This design comes from an exercise in tuning for small area on the open sky130 flow, not from production work. In this exercise RTL edits were held to simulation tests only and were not proved equivalent to the original. Power is estimated from default activity; no workload was simulated.

**flow/design.v**
```verilog
package rc_pkg;
  localparam logic [1:0] S_IDLE = 2'd0;
  localparam logic [1:0] S_RUN  = 2'd1;
  localparam logic [1:0] S_DONE = 2'd2;
  localparam logic [1:0] S_TOUT = 2'd3;
  typedef enum logic [1:0] {
    ST_IDLE = S_IDLE,
    ST_RUN  = S_RUN,
    ST_DONE = S_DONE,
    ST_TOUT = S_TOUT
  } rc_state_t;
  function automatic int entry_w(input int data_w);
    entry_w = 2 * data_w;
  endfunction
  function automatic int addr_w(input int depth);
    addr_w = (depth > 1) ? $clog2(depth) : 1;
  endfunction
endpackage
module result_table
#(
  parameter int DATA_W = 32,
  parameter int DEPTH  = 32,
  parameter int AW     = rc_pkg::addr_w(DEPTH)
) (
  input  logic                       clk,
  input  logic                       we,
  input  logic [AW-1:0]              waddr,
  input  logic [rc_pkg::entry_w(DATA_W)-1:0] wdata,
  input  logic [AW-1:0]              raddr,
  output logic [rc_pkg::entry_w(DATA_W)-1:0] rdata
);
  localparam int EW = rc_pkg::entry_w(DATA_W);
  logic [EW-1:0] mem [DEPTH];
  always_ff @(posedge clk) begin
    if (we) mem[waddr] <= wdata;
  end
  assign rdata = mem[raddr];
endmodule
module result_checker
#(
  parameter int DATA_W  = 32,
  parameter int DEPTH   = 32,
  parameter int IDX_W   = $clog2(DEPTH + 1),
  parameter int TIMEOUT = 64
) (
  input  logic              clk,
  input  logic              reset,
  input  logic              exp_we,
  input  logic [IDX_W-1:0]  exp_addr,
  input  logic [DATA_W-1:0] exp_data,
  input  logic [DATA_W-1:0] exp_mask,
  input  logic [IDX_W-1:0]  exp_count,
  input  logic              start,
  input  logic              res_valid,
  input  logic [DATA_W-1:0] res_data,
  output logic              busy,
  output logic              done,
  output logic              timeout,
  output logic              all_pass,
  output logic [IDX_W-1:0]  pass_count,
  output logic [IDX_W-1:0]  fail_count,
  output logic [IDX_W-1:0]  first_fail_idx,
  output logic [DATA_W-1:0] first_fail_data,
  output logic [1:0]        fsm_state
);
  localparam int AW   = rc_pkg::addr_w(DEPTH);
  localparam int EW   = rc_pkg::entry_w(DATA_W);
  localparam int WD_W = $clog2(TIMEOUT + 1);
  rc_pkg::rc_state_t         state, state_nxt;
  logic [IDX_W-1:0]  count, idx, cnt_in;
  logic [WD_W-1:0]   watchdog;
  logic              start_run, take, tick;
  logic              table_we, mismatch;
  logic [EW-1:0]     entry;
  assign table_we = exp_we && (exp_addr < IDX_W'(DEPTH));
  assign cnt_in   = (exp_count > IDX_W'(DEPTH)) ? IDX_W'(DEPTH) : exp_count;
  result_table #(.DATA_W(DATA_W), .DEPTH(DEPTH), .AW(AW)) u_table (
    .clk   (clk),
    .we    (table_we),
    .waddr (exp_addr[AW-1:0]),
    .wdata ({exp_mask, exp_data}),
    .raddr (idx[AW-1:0]),
    .rdata (entry)
  );
  assign mismatch = |((res_data ^ entry[DATA_W-1:0]) & entry[EW-1:DATA_W]);
  always_ff @(posedge clk or negedge reset) begin
    if (!reset) state <= rc_pkg::ST_IDLE;
    else        state <= state_nxt;
  end
  always_comb begin
    state_nxt = state;
    start_run = 1'b0;
    take      = 1'b0;
    tick      = 1'b0;
    case (state)
      rc_pkg::ST_IDLE, rc_pkg::ST_DONE, rc_pkg::ST_TOUT: begin
        if (start) begin
          start_run = 1'b1;
          state_nxt = (cnt_in == '0) ? rc_pkg::ST_DONE : rc_pkg::ST_RUN;
        end
      end
      rc_pkg::ST_RUN: begin
        if (res_valid) begin
          take = 1'b1;
          if (idx == count - IDX_W'(1)) state_nxt = rc_pkg::ST_DONE;
        end else begin
          tick = 1'b1;
          if (watchdog == WD_W'(TIMEOUT - 1)) state_nxt = rc_pkg::ST_TOUT;
        end
      end
      default: state_nxt = rc_pkg::ST_IDLE;
    endcase
  end
  always_ff @(posedge clk or negedge reset) begin
    if (!reset) begin
      count           <= '0;
      idx             <= '0;
      pass_count      <= '0;
      fail_count      <= '0;
      first_fail_idx  <= '0;
      first_fail_data <= '0;
      watchdog        <= '0;
    end else if (start_run) begin
      count           <= cnt_in;
      idx             <= '0;
      pass_count      <= '0;
      fail_count      <= '0;
      first_fail_idx  <= '0;
      first_fail_data <= '0;
      watchdog        <= '0;
    end else if (take) begin
      idx      <= idx + IDX_W'(1);
      watchdog <= '0;
      if (mismatch) begin
        fail_count <= fail_count + IDX_W'(1);
        if (fail_count == '0) begin
          first_fail_idx  <= idx;
          first_fail_data <= res_data;
        end
      end else begin
        pass_count <= pass_count + IDX_W'(1);
      end
    end else if (tick) begin
      watchdog <= watchdog + WD_W'(1);
    end
  end
  assign busy      = (state == rc_pkg::ST_RUN);
  assign done      = (state == rc_pkg::ST_DONE) || (state == rc_pkg::ST_TOUT);
  assign timeout   = (state == rc_pkg::ST_TOUT);
  assign all_pass  = (state == rc_pkg::ST_DONE) && (fail_count == '0);
  assign fsm_state = state;
endmodule
```
**flow/run.sh**
```bash
#!/bin/bash
# synth_recipe.tcl (not shown) runs the flow's synth.tcl, then flattens the netlist and writes it again
# the make line also repeats each setting of config.mk as NAME=value (left out here)
make -C /OpenROAD-flow-scripts/flow DESIGN_CONFIG=/design/flow/config.mk WORK_HOME=/design/flow/orfs CLKGATE_MAP_FILE= SYNTH_SCRIPT=/design/flow/synth_recipe.tcl finish
```
**flow/config.mk**
```make
export PLATFORM = sky130hd
export DESIGN_NAME = result_checker
export DESIGN_NICKNAME = result_checker
export VERILOG_FILES = /design/flow/design.v
export SDC_FILE = /design/flow/constraint.sdc
export NUM_CORES = 4
export LEC_CHECK = 0
export CAP_MARGIN = 20
export CORE_MARGIN = 2
export CORE_UTILIZATION = 40
export SLEW_MARGIN = 20
```
**flow/constraint.sdc**
```tcl
create_clock -name core_clock -period 7.0 [get_ports {clk}]
set_input_delay 1.4000 -clock core_clock [delete_from_list [all_inputs] [get_ports {clk}]]
set_output_delay 1.4000 -clock core_clock [all_outputs]
set_load 0.01 [all_outputs]
```
==> results.cfg <==
[yosys]
synth-async-reset-ratio_pct = 3.35
synth_nets = 4267
yosys-top-cells-area = edfxtp_1 (74%), mux4_2 (9.7%), mux2i_1 (3.2%), dfrtp_1 (2.1%), xnor2_1 (1.6%)
post-synth-top-area-cell = edfxtp_1
yosysSeqAreaShare_pct = 75.9
yosys.area.top_type_share_pct = 73.8
ys_ff_latch = 2119
syn-mean-instance-area_um2 = 20.1
synth_cells = 4148
netlist_area_um2 = 83300
synth_cell_types = 77
synth-edff-count = 2048
ys_warn_count = 2
yosys_most_used_dff = edfxtp_1

[cells_and_area]
finalNonFillerCells = 7428
area_delta_synth_final_pct = 14.5
nets = 4573
final_common_cell = edfxtp_1
layout_common_cells = edfxtp_1 (2048), mux4_2 (358), mux2i_1 (263), clkbuf_16 (216), nand2_1 (190)
postLayoutCellArea_um2 = 95400
drive_gt1_share_pct = 20.6

[setup_path]
cp_max_fo = 47
worstSetupPathType = reg2reg
crit_required_ns = 7.73
slowest_delay_ns = 0.93
cp_slowest_cell = dfrtp_4
critical_path_buf_inv_count = 4
end_kind = flip-flop
cp-start-kind = flip-flop
path_cells = buf_12 > mux4_2 > mux2_2 > o211ai_1 > o31ai_1 > buf_4 > a2111oi_1 > buf_4 > nand3_1 > or4_4 > nand3_4 > buf_12 > nand3_1 > o21ai_0
arrival_ns = 6.65
path_delay_family = simple AND/OR/NAND/NOR gates

[power]
power_uw = 33600
power_density_nw_per_um2 = 352
power.leakage_uw = 0.0304
ir_worst_vdd_uv = 228

[timing]
rsz0062_at_grt = no
finalHoldViolations = 0
whs_ns = 0.492
fin_skew_ns = 0.0395
slew_viol_final = 0
setup_violations = 0
final.setup.tns_ns = 0
maxSlewHeadroom_pct = 19.6
max_freq_ghz = 0.169
min_period_over_period_pct = 84.5
max_slew.worst_pin.slew_ns = 1.20
fin_crit_ns = 5.91

[floorplanning]
coreArea_um2 = 207000
die-area_um2 = 212000
io_pins = 169
start_util_pct = 40.2
fp-row-count = 167
die_x_um = 460
die_y_um = 460

[cts]
post_cts_buffers = 0
cts_made_buffers = 213
cts-resized-gates = 0
cts_htree_levels = 4
postCtsHoldBufs = 0
clkTransAtPathRegs_ns = 0.06
cts_tree = yes
clockBufferDepth = 3
cts_root_buf = clkbuf_16
clock_sinks = 2119
insertion_delay_ns = 0.85

[placement]
portBuffers = 168
dpl.cell_count = 7024
placed_area_um2 = 88800
gp_congestion = 0.774
hpwl_um = 133000

[run_status]
status = no timing/DRC/antenna violations

[routing]
via_per_inst = 5.73
ant_nets = 0
drcViolationCount = 0
drt_first_pass_iters = 6
wl_per_cell_um = 31.5
num_vias = 42554
drt-initial-drc-count = 4891
finalWirelength_um = 234000

[global_routing]
grt_pass1_vias = 42081
grtUsageTotal_pct = 21.9
grt_antenna_before_repair = 28
grt_first_pass_wirelength_um = 325000
grt_overflow_total = 0
grt_max_degree = 70

[min_path]
hold_path_class = reg2reg

[job]
drv_cap = 0
cell usage after synthesis (6+ instances only):
cell / number
nand2_1: 191
a32oi_1: 9
a22oi_1: 55
dfrtp_1: 71
mux2_2: 36
nor2_1: 78
and2_1: 12
buf_4: 34
xor2_1: 129
a21oi_1: 28
edfxtp_1: 2048
nor3_1: 30
buf_6: 27
buf_8: 15
xnor2_1: 155
inv_1: 23
a221oi_1: 25
nand4_1: 10
a31oi_1: 22
o21ai_0: 81
nand2b_1: 7
mux2i_1: 263
clkinv_1: 6
o32ai_1: 10
o21ai_1: 13
nand3_1: 105
o211ai_1: 15
nor4_1: 11
and3_1: 7
buf_1: 22
mux4_1: 8
nand3b_1: 12
ha_1: 6
buf_12: 7
o31ai_1: 14
buf_2: 47
clkbuf_1: 64
o22ai_1: 16
mux4_2: 358
path summary, 6_finish.rpt:
| path | from | to | slack (ns) | cells after the start |
|---|---|---|---|---|
| setup / recovery | idx[0]$_DFFE_PN0P_ | first_fail_idx[0]$_DFFE_PN0P_ | 1.09 | 14 |
| hold / removal | watchdog[4]$_DFFE_PN0P_ | watchdog[4]$_DFFE_PN0P_ | 0.49 | 1 |
| setup reg to reg | idx[0]$_DFFE_PN0P_ | first_fail_idx[0]$_DFFE_PN0P_ | 1.09 | 14 |
| hold reg to reg | watchdog[4]$_DFFE_PN0P_ | watchdog[4]$_DFFE_PN0P_ | 0.49 | 1 |
| max in group asynchronous | reset | first_fail_data[29]$_DFFE_PN0P_ | 5.29 | 2 |
| min in group asynchronous | reset | state[0]$_DFFE_PN0P_ | 0.55 | 1 |
cell type report:
class | count | area [um2]
Antenna cell | 11 | 27.5
Clock buffer | 272 | 5770
Clock inverter | 118 | 965
Fill cell | 17379 | 112000
Inverter | 34 | 135
Multi-Input combinational cell | 1779 | 18700
Sequential cell | 2119 | 63300
Tap cell | 2788 | 3490
Timing Repair Buffer | 307 | 2950
flip-flops by register name (all words and copies together), names as in the netlist:
| name | flops |
|---|---|
| first_fail_idx | 6 |
| state | 2 |
| pass_count | 6 |
| count | 6 |
| watchdog | 7 |
| u_table.mem | 2048 |
| first_fail_data | 32 |
| fail_count | 6 |
| idx | 6 |
through the flow:
step                worst slack [ns]  utilization (%)
floorplan                       1.65                -
global placement               0.297             42.9
detailed placement             0.712             42.9
CTS                             1.08             46.1
global route                   0.992             46.0
finish                          1.09             46.1
logic make-up after synthesis:
kind of cell	Yosys count	share of synthesized area, %
buf+inv	250	1.93
compound gates	334	2.74
simple gates	489	2.73
mux	666	13.6
xor+xnor	284	2.98
flops	2119	75.9
fa+ha+maj	6	0.0901
layer usage:
layer  track usage (%)  share of wire (%)  up-vias
li1                  -                  -    17441
met1              30.4                 41    22909
met2              34.6                 47     1869
met3              5.00                8.7      317
met4              6.32                2.8       18
met5                 0              0.048        -
power by group:
part           switching [uW]  internal, uW
combinational            4610          3480
clock                    4830          6180
sequential                396         14100

-- what the ideal ports hide --
In the flow no input, the clock included, has a driving cell. The finished layout below was timed again as built, in two steps. Step 1 assumes that a clkbuf_16 drives the clock port and a buf_2 every other input. Step 2 times the ports against the registers' clock, not the clock port: input delays grow and output delays shrink by t, the midpoint of the rising clock arrivals with the driver on. Slacks: ideal / step 1 / step 2; pairs: ideal / step 1.
t, ns: 0.910
slack for setup (ns): 1.085 / 1.085 / 0.707
worst setup path at the end: input to register
After both steps this run still meets setup and hold. The setup slack of this run moves by 0.000 ns with the drivers and by -0.378 ns with both steps.
